This design comes from an exercise in tuning for small area on the open sky130 flow, not from production work.
In this exercise RTL edits were held to simulation tests only and were not proved equivalent to the original.
Power figures rest on the tool's default switching activity, not on a simulated workload.

==> flow/design.v <==
package render_pkg;
    localparam int STATUS_HEIGHT = 8;
    localparam int GAME_Y_END    = 150;
    localparam int TANK_W        = 3;
    localparam int TANK_H        = 4;
    localparam int BULLET_SIZE   = 2;
    typedef logic [7:0]  coord_t;
    typedef logic [8:0]  row_t;
    typedef logic [1:0]  dir_t;
    typedef logic [1:0]  hp_t;
    typedef logic [11:0] rgb_t;
    localparam dir_t DIR_UP    = 2'd0;
    localparam dir_t DIR_DOWN  = 2'd1;
    localparam dir_t DIR_LEFT  = 2'd2;
    localparam dir_t DIR_RIGHT = 2'd3;
    localparam rgb_t COLOR_BG     = 12'hFFF;
    localparam rgb_t COLOR_WALL   = 12'h333;
    localparam rgb_t COLOR_P1     = 12'h0A0;
    localparam rgb_t COLOR_P2     = 12'h00A;
    localparam rgb_t COLOR_BULLET = 12'hF80;
    localparam rgb_t COLOR_HEART  = 12'hF00;
    localparam rgb_t COLOR_SHIELD = 12'h0FF;
    localparam rgb_t COLOR_TEXT   = 12'h000;
    localparam rgb_t COLOR_WIN_P1 = 12'h0F0;
    localparam rgb_t COLOR_WIN_P2 = 12'h00F;
    typedef logic [5:0]  reg_addr_t;
    typedef logic [16:0] reg_data_t;
    localparam reg_addr_t ADDR_CTRL        = 6'd0;
    localparam reg_addr_t ADDR_P1_POS      = 6'd1;
    localparam reg_addr_t ADDR_P1_ATTR     = 6'd2;
    localparam reg_addr_t ADDR_P2_POS      = 6'd3;
    localparam reg_addr_t ADDR_P2_ATTR     = 6'd4;
    localparam reg_addr_t ADDR_BULLET_BASE = 6'd32;
endpackage
`timescale 1ns/100ps
import render_pkg::*;
module scene_regs #(
    parameter int BULLET_NUM = 8
) (
    input  logic                     pclk,
    input  logic                     in_reset_hint,
    input  logic                     wr_req,
    input  render_pkg::reg_addr_t    wr_addr,
    input  render_pkg::reg_data_t    wr_data,
    output logic                     wr_ack,
    output render_pkg::coord_t       p1_x,
    output render_pkg::coord_t       p1_y,
    output render_pkg::coord_t       p2_x,
    output render_pkg::coord_t       p2_y,
    output render_pkg::dir_t         p1_dir,
    output render_pkg::dir_t         p2_dir,
    output render_pkg::hp_t          p1_hp,
    output render_pkg::hp_t          p2_hp,
    output logic                     p1_alive,
    output logic                     p2_alive,
    output logic                     p1_shield,
    output logic                     p2_shield,
    output logic [BULLET_NUM*8-1:0]  bullet_xd,
    output logic [BULLET_NUM*8-1:0]  bullet_yd,
    output logic                     game_over,
    output logic                     p1_win
);
    logic        take;
    logic [16:0] wd;      
    logic [7:0]  xd, yd;  
    assign take = wr_req && !wr_ack;
    assign wd   = in_reset_hint ? 17'd0 : wr_data;
    assign xd   = {wr_data[15], wr_data[14:8] ^ wr_data[15:9]};
    assign yd   = in_reset_hint ? 8'h80 :
                  wr_data[16] ? {wr_data[7], wr_data[6:0] ^ wr_data[7:1]} : 8'h80;
    logic [7:0] p1_xn, p1_yn, p2_xn, p2_yn;
    assign {p1_x, p1_y, p2_x, p2_y} = ~{p1_xn, p1_yn, p2_xn, p2_yn};
    always_ff @(posedge pclk)
        wr_ack <= wr_req && !in_reset_hint;
    always_ff @(posedge pclk) begin
        if (in_reset_hint || (take && wr_addr == ADDR_CTRL)) game_over <= wd[0];
        if (in_reset_hint || (take && wr_addr == ADDR_P1_POS)) {p1_xn, p1_yn} <= ~wd[15:0];
        if (in_reset_hint || (take && wr_addr == ADDR_P2_POS)) {p2_xn, p2_yn} <= ~wd[15:0];
        if (in_reset_hint || (take && wr_addr == ADDR_P1_ATTR)) {p1_alive, p1_hp} <= wd[4:2];
        if (in_reset_hint || (take && wr_addr == ADDR_P2_ATTR)) {p2_alive, p2_hp} <= wd[4:2];
    end
    always_ff @(posedge pclk) begin
        if (!in_reset_hint && take && wr_addr == ADDR_CTRL) p1_win <= wr_data[1];
        if (!in_reset_hint && take && wr_addr == ADDR_P1_ATTR) {p1_shield, p1_dir} <= {wr_data[5], wr_data[1:0]};
        if (!in_reset_hint && take && wr_addr == ADDR_P2_ATTR) {p2_shield, p2_dir} <= {wr_data[5], wr_data[1:0]};
    end
    for (genvar i = 0; i < BULLET_NUM; i++) begin : g_bullet
        logic we;
        assign we = take && wr_addr == ADDR_BULLET_BASE + i;
        always_ff @(posedge pclk) begin
            if (in_reset_hint || we) bullet_yd[i*8 +: 8] <= yd;
            if (!in_reset_hint && we) bullet_xd[i*8 +: 8] <= xd;
        end
    end
endmodule
`timescale 1ns/100ps
import render_pkg::*;
module tank_sprite (
    input  render_pkg::coord_t pixel_x,
    input  logic [7:0]         game_y,    
    input  logic               in_game,
    input  render_pkg::coord_t tank_x,
    input  render_pkg::coord_t tank_y,
    input  render_pkg::dir_t   tank_dir,
    input  logic               alive,
    input  logic               shield,
    output logic               body_pixel,
    output logic               shield_pixel
);
    function automatic logic [8:0] sub9(input logic [8:0] a, input logic [8:0] b);   
        logic br;
        br = 1'b0;
        for (int k = 0; k < 9; k++) begin
            sub9[k] = a[k] ^ b[k] ^ br;
            br = (~a[k] & b[k]) | (~(a[k] ^ b[k]) & br);
        end
    endfunction
    logic [8:0] col, row;
    logic       in_box, in_ring_box, shape;
    assign col = sub9({1'b0, pixel_x}, {1'b0, tank_x});
    assign row = sub9({1'b0, game_y}, {1'b0, tank_y});
    assign in_box      = (col[8:2] == 7'd0) && (col[1:0] != 2'd3) && (row[8:2] == 7'd0);
    assign in_ring_box = ((col[8:2] == 7'd0) || (&col)) &&
                         (((row[8:3] == 6'd0) && (row[2:0] <= 3'd4)) || (&row));
    always_comb begin
        case (tank_dir)
            DIR_UP:    shape = (row[1:0] != 2'd0) || (col[1:0] == 2'd1);
            DIR_DOWN:  shape = (row[1:0] != 2'd3) || (col[1:0] == 2'd1);
            DIR_LEFT:  shape = (col[1:0] == 2'd0) ? (row[1:0] == 2'd1) : (row[1:0] <= 2'd2);
            default:   shape = (col[1:0] == 2'd2) ? (row[1:0] == 2'd1) : (row[1:0] <= 2'd2);
        endcase
    end
    assign body_pixel   = alive && in_game && in_box && shape;
    assign shield_pixel = alive && shield && in_game && in_ring_box && !in_box;
endmodule
`timescale 1ns/100ps
import render_pkg::*;
module win2 (
    input  logic [7:0] p,
    output logic [7:0] a,     
    output logic [7:0] b      
);
    logic [7:0] q, j;
    assign q = {p[7], p[6:0] ^ p[7:1]};
    always_comb begin
        logic seen;
        seen = 1'b0;
        for (int k = 0; k < 8; k++) begin
            j[k] = p[k] & ~seen;
            seen = seen | p[k];
        end
    end
    assign a = q | j;
    assign b = ~q | j;
endmodule
module bullet_hit #(
    parameter int BULLET_NUM = 8
) (
    input  render_pkg::coord_t      pixel_x,
    input  logic [7:0]              game_y,
    input  logic                    in_game,
    input  logic [BULLET_NUM*8-1:0] bullet_xd,
    input  logic [BULLET_NUM*8-1:0] bullet_yd,
    output logic                    any_bullet
);
    logic [7:0] ax, bx, ay, by;
    logic [BULLET_NUM-1:0] hit;
    win2 u_wx (.p(pixel_x), .a(ax), .b(bx));
    win2 u_wy (.p(game_y),  .a(ay), .b(by));
    for (genvar i = 0; i < BULLET_NUM; i++) begin : g_bullet
        logic [7:0] sx, sy, tx, ty;
        assign sx = bullet_xd[i*8 +: 8];
        assign sy = bullet_yd[i*8 +: 8];
        for (genvar k = 0; k < 8; k++) begin : g_bit
            assign tx[k] = sx[k] ? ax[k] : bx[k];
            assign ty[k] = sy[k] ? ay[k] : by[k];
        end
        assign hit[i] = (&tx) && (&ty);
    end
    assign any_bullet = in_game && (|hit);
endmodule
`timescale 1ns/100ps
import render_pkg::*;
module win_banner (
    input  render_pkg::coord_t pixel_x,
    input  render_pkg::row_t   pixel_y,
    input  logic               game_over,
    input  logic               p1_win,
    output logic               in_box,
    output logic               text_pixel
);
    function automatic logic ge_c(input logic [8:0] x, input logic [8:0] c);   
        logic r;
        r = 1'b1;
        for (int k = 0; k < 9; k++) r = c[k] ? (x[k] & r) : (x[k] | r);
        ge_c = r;
    endfunction
    assign in_box = game_over && ge_c({1'b0, pixel_x}, 9'd70) && !ge_c({1'b0, pixel_x}, 9'd130) &&
                    ge_c(pixel_y, 9'd60) && !ge_c(pixel_y, 9'd90);
    logic [6:0] column;
    logic [2:0] r;
    logic rows_ok, colsel;
    always_comb begin
        case (pixel_x[5:0])
            6'd14: column = 7'b1111111;
            6'd15: column = 7'b0001001;
            6'd16: column = 7'b0001001;
            6'd17: column = 7'b0001001;
            6'd18: column = 7'b0000110;
            6'd28: column = 7'b0111111;
            6'd29: column = 7'b1000000;
            6'd30: column = 7'b0111000;
            6'd31: column = 7'b1000000;
            6'd32: column = 7'b0111111;
            6'd34: column = 7'b0000000;
            6'd35: column = 7'b1000001;
            6'd36: column = 7'b1111111;
            6'd37: column = 7'b1000001;
            6'd38: column = 7'b0000000;
            6'd40: column = 7'b1111111;
            6'd41: column = 7'b0000010;
            6'd42: column = 7'b0001100;
            6'd43: column = 7'b0010000;
            6'd44: column = 7'b1111111;
            6'd20: column = p1_win ? 7'b0000000 : 7'b1100010;
            6'd21: column = p1_win ? 7'b1000010 : 7'b1010001;
            6'd22: column = p1_win ? 7'b1111111 : 7'b1001001;
            6'd23: column = p1_win ? 7'b1000000 : 7'b1001001;
            6'd24: column = p1_win ? 7'b0000000 : 7'b1000110;
            default: column = 7'b0;
        endcase
    end
    assign rows_ok = (pixel_y[8:4] == 5'd4) && ge_c({5'd0, pixel_y[3:0]}, 9'd6) && !ge_c({5'd0, pixel_y[3:0]}, 9'd13);
    always_comb begin
        case (pixel_y[3:0])
            4'd6: colsel = column[0];
            4'd7: colsel = column[1];
            4'd8: colsel = column[2];
            4'd9: colsel = column[3];
            4'd10: colsel = column[4];
            4'd11: colsel = column[5];
            default: colsel = column[6];
        endcase
    end
    assign text_pixel = game_over && (pixel_x[7:6] == 2'b01) && rows_ok && colsel;
endmodule
`timescale 1ns/100ps
import render_pkg::*;
module pixel_compose (
    input  logic               pclk,
    input  logic               in_reset_hint,
    input  logic               in_display,
    input  render_pkg::coord_t pixel_x,
    input  render_pkg::row_t   pixel_y,
    input  logic               in_game,
    input  render_pkg::hp_t    p1_hp,
    input  render_pkg::hp_t    p2_hp,
    input  logic               p1_win,
    input  logic               any_bullet,
    input  logic               p1_body,
    input  logic               p2_body,
    input  logic               p1_shield_px,
    input  logic               p2_shield_px,
    input  logic               map_wall,
    input  logic               banner_box,
    input  logic               banner_text,
    output render_pkg::rgb_t   rgb
);
    function automatic logic ge_c(input logic [8:0] x, input logic [8:0] c);   
        logic r;
        r = 1'b1;
        for (int k = 0; k < 9; k++) r = c[k] ? (x[k] & r) : (x[k] | r);
        ge_c = r;
    endfunction
    logic heart_row, p1_heart, p2_heart, status_line;
    function automatic logic in_span(input logic [7:0] x, input logic [7:0] left);
        in_span = ge_c({1'b0, x}, {1'b0, left}) && !ge_c({1'b0, x}, {1'b0, left} + 9'd5);
    endfunction
    assign heart_row = (pixel_y[8:1] == 8'd1) || (pixel_y[8:1] == 8'd2);
    assign p1_heart = (in_span(pixel_x, 8'd2) && p1_hp >= 2'd1) ||
                      (in_span(pixel_x, 8'd9) && p1_hp >= 2'd2) ||
                      (in_span(pixel_x, 8'd16) && p1_hp >= 2'd3);
    assign p2_heart = (in_span(pixel_x, 8'd179) && p2_hp >= 2'd1) ||
                      (in_span(pixel_x, 8'd186) && p2_hp >= 2'd2) ||
                      (in_span(pixel_x, 8'd193) && p2_hp >= 2'd3);
    assign status_line = (pixel_y == STATUS_HEIGHT - 1);
    logic [3:0] code;
    logic       c333;
    always_ff @(posedge pclk) begin
        if (in_reset_hint || !in_display || banner_text) code <= 4'b0000;    
        else if (banner_box) code <= p1_win ? 4'b0101 : 4'b0011;           
        else if (any_bullet) code <= 4'b1100;                               
        else if (p1_shield_px || p2_shield_px) code <= 4'b0111;             
        else if (p1_body) code <= 4'b0100;                                  
        else if (p2_body) code <= 4'b0010;                                  
        else if (in_game && map_wall) code <= 4'b0001;                      
        else if (heart_row && (p1_heart || p2_heart)) code <= 4'b1000;      
        else if (status_line) code <= 4'b0001;                              
        else code <= 4'b1111;                                               
    end
    assign c333 = code == 4'b0001;
    assign rgb[11:10] = {2{code[3]}};
    assign rgb[9:8]   = {2{code[3] | c333}};
    assign rgb[7]     = code[2];
    assign rgb[6]     = code[2] & code[0];
    assign rgb[5]     = (code[2] & (code[1] | !code[3])) | c333;
    assign rgb[4]     = (code[2] & code[0]) | c333;
    assign rgb[3]     = code[1];
    assign rgb[2]     = code[1] & code[0];
    assign rgb[1]     = code[1] | c333;
    assign rgb[0]     = (code[1] & code[0]) | c333;
endmodule
`timescale 1ns/100ps
import render_pkg::*;
module tank_renderer #(
    parameter int BULLET_NUM = 8
) (
    input  logic                  pclk,
    input  logic                  in_reset_hint,
    input  logic                  wr_req,
    input  render_pkg::reg_addr_t wr_addr,
    input  render_pkg::reg_data_t wr_data,
    output logic                  wr_ack,
    input  render_pkg::coord_t    pixel_x,
    input  render_pkg::row_t      pixel_y,
    input  logic                  in_display,
    output render_pkg::coord_t    map_rd_x,
    output render_pkg::coord_t    map_rd_y,
    input  logic                  map_wall,
    output render_pkg::rgb_t      rgb
);
    function automatic logic ge_c(input logic [8:0] x, input logic [8:0] c);   
        logic r;
        r = 1'b1;
        for (int k = 0; k < 9; k++) r = c[k] ? (x[k] & r) : (x[k] | r);
        ge_c = r;
    endfunction
    function automatic logic [8:0] sub9(input logic [8:0] a, input logic [8:0] b);   
        logic br;
        br = 1'b0;
        for (int k = 0; k < 9; k++) begin
            sub9[k] = a[k] ^ b[k] ^ br;
            br = (~a[k] & b[k]) | (~(a[k] ^ b[k]) & br);
        end
    endfunction
    logic [7:0]              p1_x, p1_y, p2_x, p2_y;
    logic [1:0]              p1_dir, p2_dir;
    logic [1:0]              p1_hp, p2_hp;
    logic                    p1_alive, p2_alive, p1_shield, p2_shield;
    logic [BULLET_NUM*8-1:0] bullet_xd, bullet_yd;
    logic                    game_over, p1_win;
    logic [8:0]              game_y;
    logic                    in_game;
    logic                    any_bullet, p1_body, p2_body, p1_shield_px, p2_shield_px;
    logic                    banner_box, banner_text;
    assign game_y   = sub9(pixel_y, 9'd8);
    assign in_game  = ge_c(pixel_y, 9'd8) && !ge_c(pixel_y, 9'd150);
    assign map_rd_x = pixel_x;
    assign map_rd_y = game_y[7:0];
    scene_regs #(.BULLET_NUM(BULLET_NUM)) u_regs (
        .pclk, .in_reset_hint, .wr_req, .wr_addr, .wr_data, .wr_ack,
        .p1_x, .p1_y, .p2_x, .p2_y, .p1_dir, .p2_dir, .p1_hp, .p2_hp,
        .p1_alive, .p2_alive, .p1_shield, .p2_shield,
        .bullet_xd, .bullet_yd, .game_over, .p1_win
    );
    tank_sprite u_p1_sprite (
        .pixel_x, .game_y(game_y[7:0]), .in_game, .tank_x(p1_x), .tank_y(p1_y), .tank_dir(p1_dir),
        .alive(p1_alive), .shield(p1_shield), .body_pixel(p1_body), .shield_pixel(p1_shield_px)
    );
    tank_sprite u_p2_sprite (
        .pixel_x, .game_y(game_y[7:0]), .in_game, .tank_x(p2_x), .tank_y(p2_y), .tank_dir(p2_dir),
        .alive(p2_alive), .shield(p2_shield), .body_pixel(p2_body), .shield_pixel(p2_shield_px)
    );
    bullet_hit #(.BULLET_NUM(BULLET_NUM)) u_bullets (
        .pixel_x, .game_y(game_y[7:0]), .in_game, .bullet_xd, .bullet_yd,
        .any_bullet
    );
    win_banner u_banner (
        .pixel_x, .pixel_y, .game_over, .p1_win, .in_box(banner_box), .text_pixel(banner_text)
    );
    pixel_compose u_compose (
        .pclk, .in_reset_hint, .in_display, .pixel_x, .pixel_y, .in_game,
        .p1_hp, .p2_hp, .p1_win, .any_bullet, .p1_body, .p2_body,
        .p1_shield_px, .p2_shield_px, .map_wall, .banner_box, .banner_text, .rgb
    );
endmodule
==> flow/flow/run.sh <==
#!/bin/bash
# The standard layout (standard.sh) with these changes:
# - synthesis maps logic with an area-oriented abc script (area.abc: deepsyn, then three
#   rounds of choice computation and area-oriented mapping), and leaves adders to abc
#   instead of mapping them to adder cells first; registers are mapped as in the standard flow
# - the port buffers are the smallest buffer cell, and synthesis puts no buffers on wires
#   from port to port (the port buffers already drive them)
# - clock tree synthesis uses clkbuf_8 and no dummy loads
set -euo pipefail
W=$(pwd)
export FLOW_ABC_SCRIPT=$W/flow/area.abc
export BUFFER_PORTS_ARGS="-buffer_cell sky130_fd_sc_hd__buf_1"
export CTS_ARGS="-sink_clustering_enable -repair_clock_nets -buf_list sky130_fd_sc_hd__clkbuf_8 -dont_use_dummy_load"
sed -e "s#SYNTH_SCRIPT=[^ ]*#SYNTH_SCRIPT=$W/flow/synth.tcl ADDER_MAP_FILE= SYNTH_INSBUF=0 #" standard.sh > $W/flow_standard.sh
grep -q "SYNTH_SCRIPT=$W/flow/synth.tcl ADDER_MAP_FILE=" $W/flow_standard.sh
bash $W/flow_standard.sh > $W/flow_make.log 2>&1
==> flow/flow/area.abc <==
strash
&get -n
&deepsyn -T 10
&put
strash
&get -n
&st
&dch -f
&nf -p -a -F 10 -A 10 -C 32 -R 1000
&put
strash
&get -n
&st
&dch -f
&nf -p -a -F 10 -A 10 -C 32 -R 1000
&put
strash
&get -n
&st
&dch -f
&nf -p -a -F 10 -A 10 -C 32 -R 1000
&put
==> flow/flow/synth.tcl <==
# The standard synthesis script (synth_recipe.tcl), with the abc mapping step given an
# area-oriented script ($::env(FLOW_ABC_SCRIPT)) in place of ORFS's; registers are untouched
proc synth {args} { yosys synth -nofsm -noshare {*}$args }
proc abc {args} {
  set i [lsearch -exact $args -script]
  if { $i >= 0 } { lset args [expr {$i + 1}] $::env(FLOW_ABC_SCRIPT) }
  yosys abc {*}$args
}
source $::env(SCRIPTS_DIR)/synth.tcl
# left out here: clear keep_hierarchy, flatten, clean up, hide names made inside functions, write 1_2_yosys.v
==> flow/standard.sh <==
#!/bin/bash
# synth_recipe.tcl (not shown) runs the flow's synth.tcl, then flattens the netlist and writes it again
# the make line also repeats each setting of config.mk as NAME=value (left out here)
make -C /OpenROAD-flow-scripts/flow DESIGN_CONFIG=/design/flow/config.mk WORK_HOME=/design/flow/orfs CLKGATE_MAP_FILE= SYNTH_SCRIPT=/design/flow/synth_recipe.tcl "${@:-finish}"
==> flow/config.mk <==
export PLATFORM = sky130hd
export DESIGN_NAME = tank_renderer
export DESIGN_NICKNAME = tank_renderer
export VERILOG_FILES = /design/flow/design.v
export SDC_FILE = /design/flow/constraint.sdc
export NUM_CORES = 4
export LEC_CHECK = 0
export ABC_AREA = 1
export CAP_MARGIN = 20
export CORE_MARGIN = 2
export CORE_UTILIZATION = 72
export GPL_TIMING_DRIVEN = 0
export SLEW_MARGIN = 20
==> flow/constraint.sdc <==
create_clock -name core_clock -period 8.0 [get_ports {pclk}]
set_input_delay 1.6000 -clock core_clock [delete_from_list [all_inputs] [get_ports {pclk}]]
set_output_delay 1.6000 -clock core_clock [all_outputs]
set_load 0.01 [all_outputs]
==> flow_summary.yaml <==
clocking:
  cts_max_level: 4
  tritoncts: "yes"
  clock-sinks: 179
  cts_resized: 0
  postCtsSetupBuffers: 0
  insertion_delay_ps: 480
  cts_buffer_depth: 2
  cts_buffers: 17
  cts-root-buf: "clkbuf_8"
  path_clk_slew_ps: 70
  hold_buffers: 0
worst_setup_path:
  critical_path_class: "input pin to flip-flop"
  required_ps: 8350
  crit_fanout: 13
  critPathLaunchType: "input pin"
  cp_data_arrival_time_ps: 7000
  crit_path_end_kind: "flip-flop"
pwr:
  p_int_mw: 1.38
  pwr-share-clk_pct: 24.3
  vdd_drop_max_mv: 0.162
  netSwitchingFraction_pct: 28.9
  power_frac_comb_pct: 18.5
  p_per_area_nw_per_um2: 196
  p_leak_nw: 3.07
  switching_power_mw: 0.561
  pwr-share-seq_pct: 57.3
timing:
  worst_clock_skew_ps: 28.2
  setup_violations: 0
  fmax_mhz: 150
  worst_pin_slew_ps: 1160
  finalMaxSlewViolations: 0
  finalCritPeriodShare_pct: 83.1
  layout_setup_ws_ps: 1350
  hold_violations: 0
  slew_headroom_pct: 22.0
  period_needed_ps: 6650
  setup_tns_ps: 0
  grt_setup_unrepaired: "no"
route:
  ant_nets: 0
  route.detailed.drc: 0
  wl_per_cell_microns: 25.3
  vias_per_cell: 7.44
  first_pass_iters: 8
  drt_iter0_markers: 1705
  dr_total_vias: 8077
  wl_microns: 27400
global_route:
  grt_max_degree: 31
  grt_pass1_wl_microns: 41500
  overflow: 0
  antenna_found_initial: 1
  grt_pass1_vias: 7511
  grt_use_total_pct: 42.2
die:
  core-area_sq_um: 12500
  io_pins: 74
  die-area_sq_um: 13600
  placement_rows: 41
  die_w_microns: 116
  fp.dieH_microns: 116
  start_util_pct: 73.0
synth:
  syn-num-nets: 864
  ys_async_sr_fraction_pct: 0
  synth_top_flop_cell: "edfxtp_1"
  synth_edf_count: 174
  synth_cells: 819
  ys_types: 55
  syn_avg_cell_area_sq_um: 11.1
  yosys_warnings: 6
  synth-seq-area-share_pct: 58.5
  ys_ff_latch: 179
  synth_area_sq_um: 9100
worst_hold_path:
  hp-class: "flip-flop to flip-flop"
final_layout:
  nNetsFinal: 961
  stdcell_count: 1086
  antenna_cells: 0
  area_growth_pct: 8.72
  finalInstanceArea_sq_um: 9890
  fin_util_pct: 79.4
  drive_gt1_share_pct: 2.95
outcome:
  status: "no timing/DRC/antenna violations"
job:
  maxCapViolations: 0
placement:
  portBuffers: 73
  place_area_sq_um: 9660
  dp.final_hpwl_microns: 19800
  dp_cells: 1069
  globalplace.congestion: 1.03
  dp_slack_ps: 1060
final cells by class:
cell class                      instances  area, sq um
Sequential cell                       179         5330
Multi-Input combinational cell        624         3740
Fill cell                             799         2570
Timing Repair Buffer                   78          319
Clock buffer                           17          234
Tap cell                              172          215
Inverter                               16         60.1
final timing paths:
path / startpoint / endpoint / slack, ps / cells after the start
max: pixel_y[1] / u_compose.code[1] / 1350 / 14
min: u_regs.p1_win / u_compose.code[1] / 730 / 1
max reg2reg: u_regs.p2_xn[0] / u_compose.code[1] / 2870 / 14
min reg2reg: u_regs.p1_win / u_compose.code[1] / 730 / 1
synthesized netlist by cell type, types with 5 or more instances:
master / number / area (sq um)
a222oi_1: 8 / 80.1
xnor2_1: 27 / 236
nor2b_1: 17 / 106
o2111ai_1: 14 / 123
o22ai_1: 10 / 62.6
nand3_1: 29 / 145
a2111oi_0: 9 / 78.8
clkinv_1: 16 / 60.1
a22oi_1: 7 / 52.6
and2_0: 5 / 31.3
nor4_1: 13 / 81.3
nor2_1: 91 / 342
o21ai_0: 51 / 255
nand2b_1: 17 / 106
o211ai_1: 7 / 52.6
edfxtp_1: 174 / 5230
nor3_1: 28 / 140
xor2_1: 16 / 140
dfxtp_1: 5 / 100
nand2_1: 90 / 338
maj3_1: 15 / 150
a221o_1: 5 / 50.1
a21oi_1: 67 / 335
nand4_1: 7 / 43.8
o221ai_1: 16 / 140
a21o_1: 6 / 45.0
a221oi_1: 10 / 87.6
state kept, by name (all words and copies together), names as in the netlist:
register          count
u_compose.code        4
u_regs.bullet_xd     64
u_regs.bullet_yd     64
u_regs.game_over      1
u_regs.p1_alive       1
u_regs.p1_dir         2
u_regs.p1_hp          2
u_regs.p1_shield      1
u_regs.p1_win         1
u_regs.p1_xn          8
u_regs.p1_yn          8
u_regs.p2_alive       1
u_regs.p2_dir         2
u_regs.p2_hp          2
u_regs.p2_shield      1
u_regs.p2_xn          8
u_regs.p2_yn          8
u_regs.wr_ack         1
kinds of logic after synthesis:
logic type / share of synthesized area, %
flip-flops: 58.5
multiplexers: 0.577
buffers and inverters: 0.660
XOR/XNOR: 4.14
adder cells (fa/ha/maj): 1.65
AND/OR/NAND/NOR: 15.9
AO/OA/AOI/OAI: 18.6
placed cells by master, fill, tap and decap left out, drive strengths merged, types with 4 or more instances in the layout:
cell type and instances:
a21oi 67, o221a 4, xnor2 27, a22oi 7, o22ai 10, a2111oi 9, nand4 7, o211ai 7
or3 4, a21o 6, nor2b 17, nand2b 17, o21ai 51, nor4 13, clkbuf 17, o2111ai 14
xor2 16, a41oi 4, and2 5, nor2 91, a222oi 8, edfxtp 174, nand3 29, o221ai 16
nand2 90, maj3 15, nor3 28, a221oi 10, dfxtp 5, clkinv 16, buf 78, a221o 5
stage by stage:
stage	hold slack (ps)	power [mW]
2_1_floorplan	536	1.34
3_3_place_gp	649	1.45
3_5_place_dp	683	1.47
4_1_cts	697	1.92
5_1_grt	757	1.99
6_report	729	1.94
metal layers:
metal / routed length (microns) / track usage, %
met3: 5060 / 18.4
met5: 0 / 0
met1: 9760 / 58.2
met2: 11900 / 61.5
met4: 758 / 12.9
power by group through the flow:
stage | clock [mW] | sequential [mW] | combinational [mW]
CTS | 0.461 | 1.11 | 0.344
finish | 0.472 | 1.11 | 0.359
detailed placement | 0 | 1.13 | 0.341
floorplan | 0 | 1.12 | 0.216
global placement | 0 | 1.13 | 0.324
global route | 0.492 | 1.12 | 0.385
worst max-delay path: stages:
cell	delay, ps
buf_1	290
nor2_1	900
nand3b_1	260
a22oi_1	920
a21boi_1	760
nand2_1	100
o21ai_0	290
nor4b_1	280
a41oi_1	280
o311ai_0	220
o21ai_0	440
and2_0	260
nand2_1	70
a221oi_1	310

## static timing again, ports no longer ideal
In the flow no input, the clock included, has a driving cell. The finished layout below was timed again as built, in two steps.
Step 1 (the two cells are an assumption about what drives the block):
set clk [get_ports {pclk}]
set_driving_cell -lib_cell sky130_fd_sc_hd__clkbuf_16 $clk
set_driving_cell -lib_cell sky130_fd_sc_hd__buf_2 [delete_from_list [all_inputs] $clk]
Step 2 moves the port delays by t, midway between the first and last clock arrival at a register: inputs arrive t later, outputs are due t later. That takes back most of the time a late clock gives input paths.
Slacks: no drivers / after step 1 / after step 2; pairs: no drivers / after step 1.
shift t [ns]: 0.504
setup slack, ns: 1.350 / 1.363 / 0.859
hold WS [ns]: 0.729 / 0.729 / 0.729
After both steps this run still meets setup and hold. The setup slack of this run moves by +0.013 ns with the drivers and by -0.491 ns with both steps.
